This is an optimization exercise on Yosys and OpenROAD, whose aim is small area, a short achievable clock period and few clock cycles per item, not a production implementation. RTL that was checked went through simulation tests only; none was proved equivalent to the original. Power figures rest on the tool's default switching activity, not on a simulated workload.

run A:
## mult_stage
module mult_stage
(
  input  logic                            i_clk,
  input  logic                            i_rst,
  input  logic                            FS_rdy,
  output logic                            FS_ack,
  input  logic [32:0]                     i_ctl,
  input  logic [PEROW*DWD-1:0]            i_input,
  input  logic [PEROW*DWD-1:0]            i_weight,
  input  logic [PEROW*PSUMDWD-1:0]        i_psum,
  output logic                            MS_rdy,
  input  logic                            MS_ack,
  output logic [PEROW*PSUMDWD-1:0]        o_prod,
  output logic [PEROW*PSUMDWD-1:0]        o_psum,
  output logic [7:0]                      o_ctl
);
  mult_stage_pkg::ms_ctl_t ctl;
  assign ctl = i_ctl;
  function automatic [3:0] numt_oh(input [NTW-1:0] n);
    case (n)
      3'd0, 3'd1: numt_oh = 4'b0001;
      3'd2:       numt_oh = 4'b0010;
      3'd3:       numt_oh = 4'b0100;
      default:    numt_oh = 4'b1000;
    endcase
  endfunction
  logic full, is_mul, is_x;
  logic [3:0] sa, wen;
  ...
clock: 10.0 ns
lec_check: 0
cap_margin: 20
core_margin: 2
core_utilization: 40
setup_slack_margin: 4.4
slew_margin: 20
tns_end_percent: 10
standard.sh (not shown) runs the stock make flow with config.mk's settings and CLKGATE_MAP_FILE= SYNTH_SCRIPT=/design/flow/synth_recipe.tcl, a recipe that flattens the netlist after the stock synthesis.
==> flow/flow/run.sh <==
#!/bin/bash
# The standard layout, with every port buffered by a minimum-size buffer
# (sky130_fd_sc_hd__buf_1) instead of the delay cell buffer_ports picks by itself.
set -euo pipefail
bash standard.sh "BUFFER_PORTS_ARGS=-buffer_cell sky130_fd_sc_hd__buf_1" finish > standard_make.log 2>&1
Testbench counts of run A, summed over its fixed seeds: cycles 3,208, items 3,200.
Setup changes, run A to run B
Settings: swapping 40 for 48 in CORE_UTILIZATION; swapping 4.4 for 4.5 in SETUP_SLACK_MARGIN.
==> comparison <==
Result: PASS for each of run B and run A. Power dissipated in the clock network: run B worse than run A. Via count: run B vs run A up about 0.4%. [compare] base=run A new=run B: global-route wire length before repair shows a reduction of about 4%, setup slack shows a reduction of 0.016 ns, total placed cells including tap cells shows a reduction of 273, sequential power shows no meaningful change. From run A to run B the numbers moved as follows: final net count flat, clock latency on the worst-skew pair moved down.
> inputs changed (run B -> run C)
Settings: CORE_UTILIZATION changed from 48 to 40; TNS_END_PERCENT changed from 10 to 20; SETUP_SLACK_MARGIN changed from 4.5 to 4.4.
[summary]
Run C finished every step from synthesis to the final layout, and the layout passed the timing, DRC and antenna checks. Going from run B to run C, the die area was enlarged. Summary of run C over run B: power shows an increase of 1.1%; total detailed-routing wirelength rose about 6%.
Setup changes, run C to run D
Settings: ABC_CLOCK_PERIOD_IN_PS newly set to 3500; SETUP_SLACK_MARGIN changed from 4.4 to 4.5.
Results
| highest achievable clock rate | run D vs run C | ≈ equal |
Design area across run C and run D: no real change.
As far as inverter count goes, run D and run C are indistinguishable; the numbers are identical.

* * *

before:
Another version of the RTL of mult_stage (not shown whole).
For scale: ~4100 cells after synthesis, ~390 flip-flops, roughly 560 I/O pins, roughly 42000 um2 of cells after synthesis.
==> flow/config.mk <==
export PLATFORM = sky130hd
export DESIGN_NAME = mult_stage
export DESIGN_NICKNAME = mult_stage
export VERILOG_FILES = /design/flow/design.v
export SDC_FILE = /design/flow/constraint.sdc
export NUM_CORES = 4
export LEC_CHECK = 0
export CAP_MARGIN = 5
export CORE_MARGIN = 2
export CORE_UTILIZATION = 40
export SETUP_SLACK_MARGIN = 4.5
export SLEW_MARGIN = 5
export TNS_END_PERCENT = 20
==> flow/constraint.sdc <==
create_clock -name core_clock -period 10.0 [get_ports {i_clk}]
set_input_delay 2.0000 -clock core_clock [delete_from_list [all_inputs] [get_ports {i_clk}]]
set_output_delay 2.0000 -clock core_clock [all_outputs]
set_load 0.01 [all_outputs]
Scripts as last shown in full above: flow/flow/run.sh
before: no failed stages, no open violations at the end
Testbench counts of before, summed over its fixed seeds: cycles 3,208, items 3,200.
Setup changes, before to after
diff --git a/flow/config.mk b/flow/config.mk
--- a/flow/config.mk
+++ b/flow/config.mk
@@ -8 +8 @@
-export CAP_MARGIN = 5
+export CAP_MARGIN = 20
@@ -12 +12 @@
-export SLEW_MARGIN = 5
+export SLEW_MARGIN = 20
[summary]
after vs before: portion of total power attributed to combinational logic up in after. Status: number of non-clock inverters parity (after, before). The number of nets at the end of the flow of after and that of before are within noise of each other. When after is measured against before, its area growth from synthesis to layout turns out 0.47 points lower. Via count delta (after − before): unfavourable. after against before: sum of routed wire length over all layers ~0 delta, average wire length per cell after detail routing now sits higher, sequential cell count was more or less identical. Switching share of total power, before and after: higher on after. Cmp before and after / maximum operating frequency / higher: before.

* * *

v19:
mult_stage with an RTL version that a note above also has.
Size: ~3900 cells after synthesis, about 560 I/O pins, roughly 41000 sq um of cells after synthesis.
// mult_stage
module mult_stage
(
  input  logic                            i_clk,
  input  logic                            i_rst,
  input  logic                            FS_rdy,
  output logic                            FS_ack,
  input  logic [32:0]                     i_ctl,
  input  logic [PEROW*DWD-1:0]            i_input,
  input  logic [PEROW*DWD-1:0]            i_weight,
  input  logic [PEROW*PSUMDWD-1:0]        i_psum,
  output logic                            MS_rdy,
  input  logic                            MS_ack,
  output logic [PEROW*PSUMDWD-1:0]        o_prod,
  output logic [PEROW*PSUMDWD-1:0]        o_psum,
  output logic [7:0]                      o_ctl
);
  mult_stage_pkg::ms_ctl_t ctl;
  assign ctl = i_ctl;
  function automatic [3:0] numt_oh(input [NTW-1:0] n);
    case (n)
      3'd0, 3'd1: numt_oh = 4'b0001;
      3'd2:       numt_oh = 4'b0010;
      3'd3:       numt_oh = 4'b0100;
      default:    numt_oh = 4'b1000;
    endcase
  endfunction
  logic full, is_mul, is_x;
  logic [3:0] sa, wen;
  logic [DWD-1:0] mx, nmx;
  logic [11:0] nmc;
  logic [PEROW*PSUMDWD-1:0] cs_s, cs_c, s_q, c_q;
  assign MS_rdy = full;
  assign FS_ack = FS_rdy && (!full || MS_ack);
  assign is_x   = ctl.mode == XNOR;
  assign is_mul = (ctl.mode != XNOR) && (ctl.mode <= P4);
  assign sa     = {4{is_mul}} & numt_oh(ctl.inumt);
  assign wen    = {ctl.wnumt >= 3'd4, ctl.wnumt >= 3'd3, ctl.wnumt >= 3'd2, 1'b1};
  assign mx     = {DWD{is_x}} & ctl.au_mask;
  assign nmx    = {DWD{is_x}} & ~ctl.au_mask;
  mult_nm_compress u_nmc (.n(nmx), .o(nmc));
  ...
clock: 10.0 ns
lec_check: 0
cap_margin: 20
core_margin: 2
core_utilization: 40
cts_buf_list: sky130_fd_sc_hd__clkbuf_4 sky130_fd_sc_hd__clkbuf_8
setup_slack_margin: 4.5
slew_margin: 20
tns_end_percent: 20
Scripts as last shown in full above: flow/flow/run.sh
v19 closes out successfully: all stages finished, all timing, DRC and antenna checks passed.
Testbench counts of v19, summed over its fixed seeds: cycles 3,208, items 3,200.
Setup changes, v19 to v49
Settings: removing CTS_BUF_LIST (formerly sky130_fd_sc_hd__clkbuf_4 sky130_fd_sc_hd__clkbuf_8); changing TNS_END_PERCENT from 20 to 10.
| overall power | v49 vs v19 | 0.38% higher |
Summary of v49 over v19: overall routing resource usage held, wire length went down.
When v49 is set beside v19, its least setup slack across all paths after layout turns out to be 0.15 ns larger.
Synthesized cell count came out exactly the same in v49 and v19.
Edits applied to the flow inputs when going from v49 to v37:
Settings: TNS_END_PERCENT: 10 -> 20; SYNTH_HIERARCHICAL: unset -> 1.
==> comparison <==
- In v37 the fraction of standard cell area in multi-input logic turned out 3.8 points higher than in v49.
- Area of the core grows by a little under 10% when moving from v49 to v37.
- Compared with v49, in v37 number of sequential cells in the layout +11, routed wire length shrank by 1.1%, total power has increased, sequential share of power down 0.8 points.
- edfxtp_1 as the slowest library cell on the worst path was reported by v49, and fa_2 by v37.
Input changes introduced in v55 (baseline for comparison: v37):
Settings: clearing SYNTH_HIERARCHICAL, which used to be 1.
--- outcome ---
Number of synthesized register bits: v55 lower than v37. v55 against v37: area of the placeable core decreased about 8%; total power per unit cell area rose about 3.7%; critical path depth in cells saw a decrease; total power consumption of the routed design dropped about 1.1%; worst reg-to-reg path cell count about even. Looking at critical path class, the reg -> out result is from v55; the in -> reg one comes from v37. Against v37 as the reference, v55 delivers a higher switching component of the power. Across both runs, routing usage on met2 was higher for v55 than for v37.
diff inputs: v55 => v29
Settings: ABC_CLOCK_PERIOD_IN_PS newly set to 4500.
==> comparison <==
- Reported for v55 and v29, sequential share of cell area turned out identical to the last digit.
- Reported for v55 and v29, leakage component of the power turned out identical to the last digit.
- Diff v55 -> v29: final design utilization has remained practically unchanged, via count did not really move, detailed-route DRC error count now sits at about the same level, total number of nets in the final design comparable, post-DP HPWL closely matched the old numbers.
- Diff v55..v29 | wire length on met3 | unchanged
- As far as total congestion overflow after global routing goes, v55 and v29 are indistinguishable; the numbers are identical.
- Sequential cell fraction of total power delta (v29 -> v55): insignificant

* * *

Another version of the RTL of mult_stage (not shown whole).
Size: about 5200 cells after synthesis, ~390 flip-flops, ~560 I/O pins, about 44000 um2 of cells after synthesis.
clock: 10.0 ns
lec_check: 0
abc_area: 1
cap_margin: 20
core_margin: 2
core_utilization: 40
cts_buf_list: sky130_fd_sc_hd__clkbuf_4 sky130_fd_sc_hd__clkbuf_8
setup_slack_margin: 4.5
slew_margin: 20
Scripts as last shown in full above: flow/flow/run.sh
The starting point ran to the end with no violations.
Edit:
Settings changed: ABC_AREA 1 to default, CTS_BUF_LIST sky130_fd_sc_hd__clkbuf_4 sky130_fd_sc_hd__clkbuf_8 to default, SETUP_SLACK_MARGIN 4.5 to 5.0, TNS_END_PERCENT from default to 0.
Global-route usage is lower by 2.4 points; utilization went down by 1.7 points; maximum frequency goes down by a few percent.
Edit:
Settings changed: CTS_BUF_LIST from default to sky130_fd_sc_hd__clkbuf_4 sky130_fd_sc_hd__clkbuf_8, SETUP_SLACK_MARGIN 5.0 to 4.5, TNS_END_PERCENT 0 to default.
What happened: The changed run passed the timing, DRC and antenna checks; routed wire length grows slightly; synthesized area does not change; final cell count grows by a few percent; cell area grows by a few percent.
Edit:
Settings changed: CTS_BUF_LIST sky130_fd_sc_hd__clkbuf_4 sky130_fd_sc_hd__clkbuf_8 to default.
After rerunning:
- routed wire length drops by 0.35%
- core utilization goes up by 0.23 points
- global-route usage hardly moves
- cell area came out higher by 0.49%
- via count went down by 0.54%
- combinational power is lower by about 2%
- worst setup slack gets better by 0.099 ns
- clock skew decreases by 0.0082 ns
- total power went up by 0.56%
Edit:
Settings changed: TNS_END_PERCENT from default to 0.
Effect: The new run finished clean; design area shrinks by 3.4%; worst setup slack gets worse by 0.058 ns; utilization is lower by 1.6 points.
No run of this note included a check of the RTL's function; only the layout flow was run.

* * *

Another version of the RTL of mult_stage (not shown whole).
Size: about 560 I/O pins.
==> flow/config.mk <==
export PLATFORM = sky130hd
export DESIGN_NAME = mult_stage
export DESIGN_NICKNAME = mult_stage
export VERILOG_FILES = /design/flow/design.v
export SDC_FILE = /design/flow/constraint.sdc
export NUM_CORES = 4
export LEC_CHECK = 0
export CAP_MARGIN = 20
export CORE_MARGIN = 2
export CORE_UTILIZATION = 40
export SETUP_SLACK_MARGIN = 4.5
export SLEW_MARGIN = 20
export SYNTH_HIERARCHICAL = 1
==> flow/constraint.sdc <==
create_clock -name core_clock -period 10.0 [get_ports {i_clk}]
set_input_delay 2.0000 -clock core_clock [delete_from_list [all_inputs] [get_ports {i_clk}]]
set_output_delay 2.0000 -clock core_clock [all_outputs]
set_load 0.01 [all_outputs]
Scripts as last shown in full above: flow/flow/run.sh
The first run finished clean.
Testbench counts at the start, summed over its fixed seeds: cycles 3,208, items 3,200.
Next try:
- SYNTH_HIERARCHICAL: 1 -> default
After rerunning: Sequential cell count fell by 8. Clock skew rose by 0.011 ns. First-iteration DRC count fell by a few percent. Non-clock buffer count rose by 32. Cell count rose by a few percent. Hold slack degrades by 0.014 ns. Global-route usage rose by 0.24 points. Register-to-register slack improves by 0.51 ns. Sequential share of layout area rose by 0.20 points. Utilization rose by 0.90 points.
Next try:
- SETUP_SLACK_MARGIN: 4.5 -> 5.0
Outcome:
- combinational power is higher by 14%
- power is higher by 9.7%
- worst setup slack is worse by 0.0074 ns

* * *

run 1:
mult_stage again, from the RTL that the note above started with.
clock: 10.0 ns
lec_check: 0
cap_margin: 20
core_margin: 2
core_utilization: 40
slew_margin: 20
Scripts as last shown in full above: flow/flow/run.sh
Testbench counts of run 1, summed over its fixed seeds: cycles 3,208, items 3,200.
## Diff of input files: run 2 against run 1
# run 1
export LEC_CHECK = 0
export CAP_MARGIN = 20
export CORE_MARGIN = 2
export CORE_UTILIZATION = 40
export SLEW_MARGIN = 20
create_clock -name core_clock -period 10.0 [get_ports {i_clk}]
# run 2
export LEC_CHECK = 0
export CAP_MARGIN = 20
export CORE_MARGIN = 2
export CORE_UTILIZATION = 40
export SLEW_MARGIN = 20
export SYNTH_HIERARCHICAL = 1
create_clock -name core_clock -period 10.0 [get_ports {i_clk}]
==> comparison <==
- Looking at proportion of final cell area spent on non-clock buffers, run 2 sits 1.1 points below run 1.
- ~same internal power of the cells in run 1 and run 2
- Taking run 1 as the reference, in run 2 mux share of post-synthesis cell area higher, summed area of non-filler cells in the final layout +0.57%, area growth from synthesis to layout shrank by 4.6 points.
Input-level comparison between run 3 and run 2:
# run 2
export LEC_CHECK = 0
export CAP_MARGIN = 20
export CORE_MARGIN = 2
export CORE_UTILIZATION = 40
export SLEW_MARGIN = 20
export SYNTH_HIERARCHICAL = 1
create_clock -name core_clock -period 10.0 [get_ports {i_clk}]
# run 3
export LEC_CHECK = 0
export CAP_MARGIN = 20
export CORE_MARGIN = 2
export CORE_UTILIZATION = 55
export CTS_BUF_LIST = sky130_fd_sc_hd__clkbuf_4 sky130_fd_sc_hd__clkbuf_8
export SETUP_SLACK_MARGIN = 4.5
export SLEW_MARGIN = 20
create_clock -name core_clock -period 10.0 [get_ports {i_clk}]
## What came out
The critical path capture point comes out c_q[45] in one run and o_prod[62] in the other, namely in run 2 and run 3 respectively. Row synthesized cell count: run 3 higher / run 2 lower. Run 3: flow completed, timing, DRC and antenna clean. On fraction of final layout cells sized beyond drive strength 1: run 3 sits above run 2. Die extent in y (higher): run 2. Total track usage: run 3 higher than run 2. Side by side, sequential cell count turned out lower in run 3 than in run 2.

## re-timing with driven ports
The flow's constraints put no driver on any port. The routed layouts listed below were extracted and timed again, unchanged, in two steps.
Step 1, drivers: a clkbuf_16 drives i_clk and a buf_2 each remaining input, both assumed.
Step 2 times the ports against the registers' clock, not the clock port: input delays grow and output delays shrink by t, the midpoint of the rising clock arrivals with the driver on.
Slacks: ideal ports / drivers / drivers and shift; pairs: ideal ports / drivers.
run	shift t [ns]	setup slack, ns	worst hold slack (ns)	clock arrival spread, ns	worst register clock-pin slew, ns
run A	0.696	4.158 / 4.178 / 3.500	0.554 / 0.554 / 0.554	0.043 / 0.043	0.06 / 0.06
run B	0.661	4.142 / 4.069 / 3.608	0.574 / 0.574 / 0.574	0.028 / 0.027	0.06 / 0.06
run C	0.696	4.235 / 4.169 / 3.688	0.554 / 0.554 / 0.554	0.042 / 0.041	0.06 / 0.06
run D	0.697	4.239 / 4.172 / 3.661	0.554 / 0.554 / 0.554	0.044 / 0.045	0.07 / 0.07
before	0.698	4.379 / 4.320 / 3.736	0.620 / 0.620 / 0.620	0.022 / 0.022	0.06 / 0.06
after	0.698	4.354 / 4.293 / 3.743	0.590 / 0.590 / 0.590	0.041 / 0.041	0.06 / 0.06
v19	0.799	4.092 / 4.024 / 3.353	0.554 / 0.554 / 0.554	0.052 / 0.053	0.07 / 0.07
v49	0.694	4.237 / 4.172 / 3.655	0.554 / 0.554 / 0.554	0.044 / 0.044	0.06 / 0.06
v37	0.709	4.290 / 4.310 / 3.632	0.558 / 0.558 / 0.558	0.084 / 0.084	0.06 / 0.06
v55	0.697	4.239 / 4.172 / 3.661	0.554 / 0.554 / 0.554	0.044 / 0.045	0.07 / 0.07
v29	0.697	4.239 / 4.172 / 3.661	0.554 / 0.554 / 0.554	0.044 / 0.045	0.07 / 0.07
the first run of note 4	0.821	4.479 / 4.522 / 3.701	0.523 / 0.523 / 0.523	0.054 / 0.054	0.06 / 0.06
the second run of note 4	0.688	4.165 / 4.102 / 3.464	0.565 / 0.565 / 0.565	0.032 / 0.032	0.06 / 0.06
the third run of note 4	0.780	4.124 / 4.058 / 3.728	0.573 / 0.573 / 0.573	0.042 / 0.041	0.07 / 0.07
the fourth run of note 4	0.686	4.223 / 4.156 / 3.881	0.576 / 0.576 / 0.576	0.027 / 0.027	0.06 / 0.06
the fifth run of note 4	0.688	4.165 / 4.102 / 3.464	0.565 / 0.565 / 0.565	0.032 / 0.032	0.06 / 0.06
the first run of note 5	0.698	4.319 / 4.369 / 3.671	0.568 / 0.568 / 0.568	0.025 / 0.026	0.06 / 0.06
the second run of note 5	0.679	4.314 / 4.248 / 3.748	0.554 / 0.554 / 0.554	0.034 / 0.033	0.06 / 0.06
the third run of note 5	0.677	4.307 / 4.241 / 3.717	0.556 / 0.556 / 0.556	0.031 / 0.031	0.06 / 0.06
run 1	0.689	3.208 / 3.252 / 2.564	0.564 / 0.564 / 0.564	0.049 / 0.049	0.07 / 0.07
run 2	0.695	2.938 / 2.984 / 2.289	0.568 / 0.568 / 0.568	0.034 / 0.034	0.06 / 0.06
run 3	0.732	4.286 / 4.215 / 3.733	0.573 / 0.573 / 0.573	0.054 / 0.054	0.07 / 0.07
After both steps setup and hold are still met in every run listed. The setup slack of the first run of note 4, which loses most, moves by +0.043 ns with the drivers and by -0.778 ns with both steps.
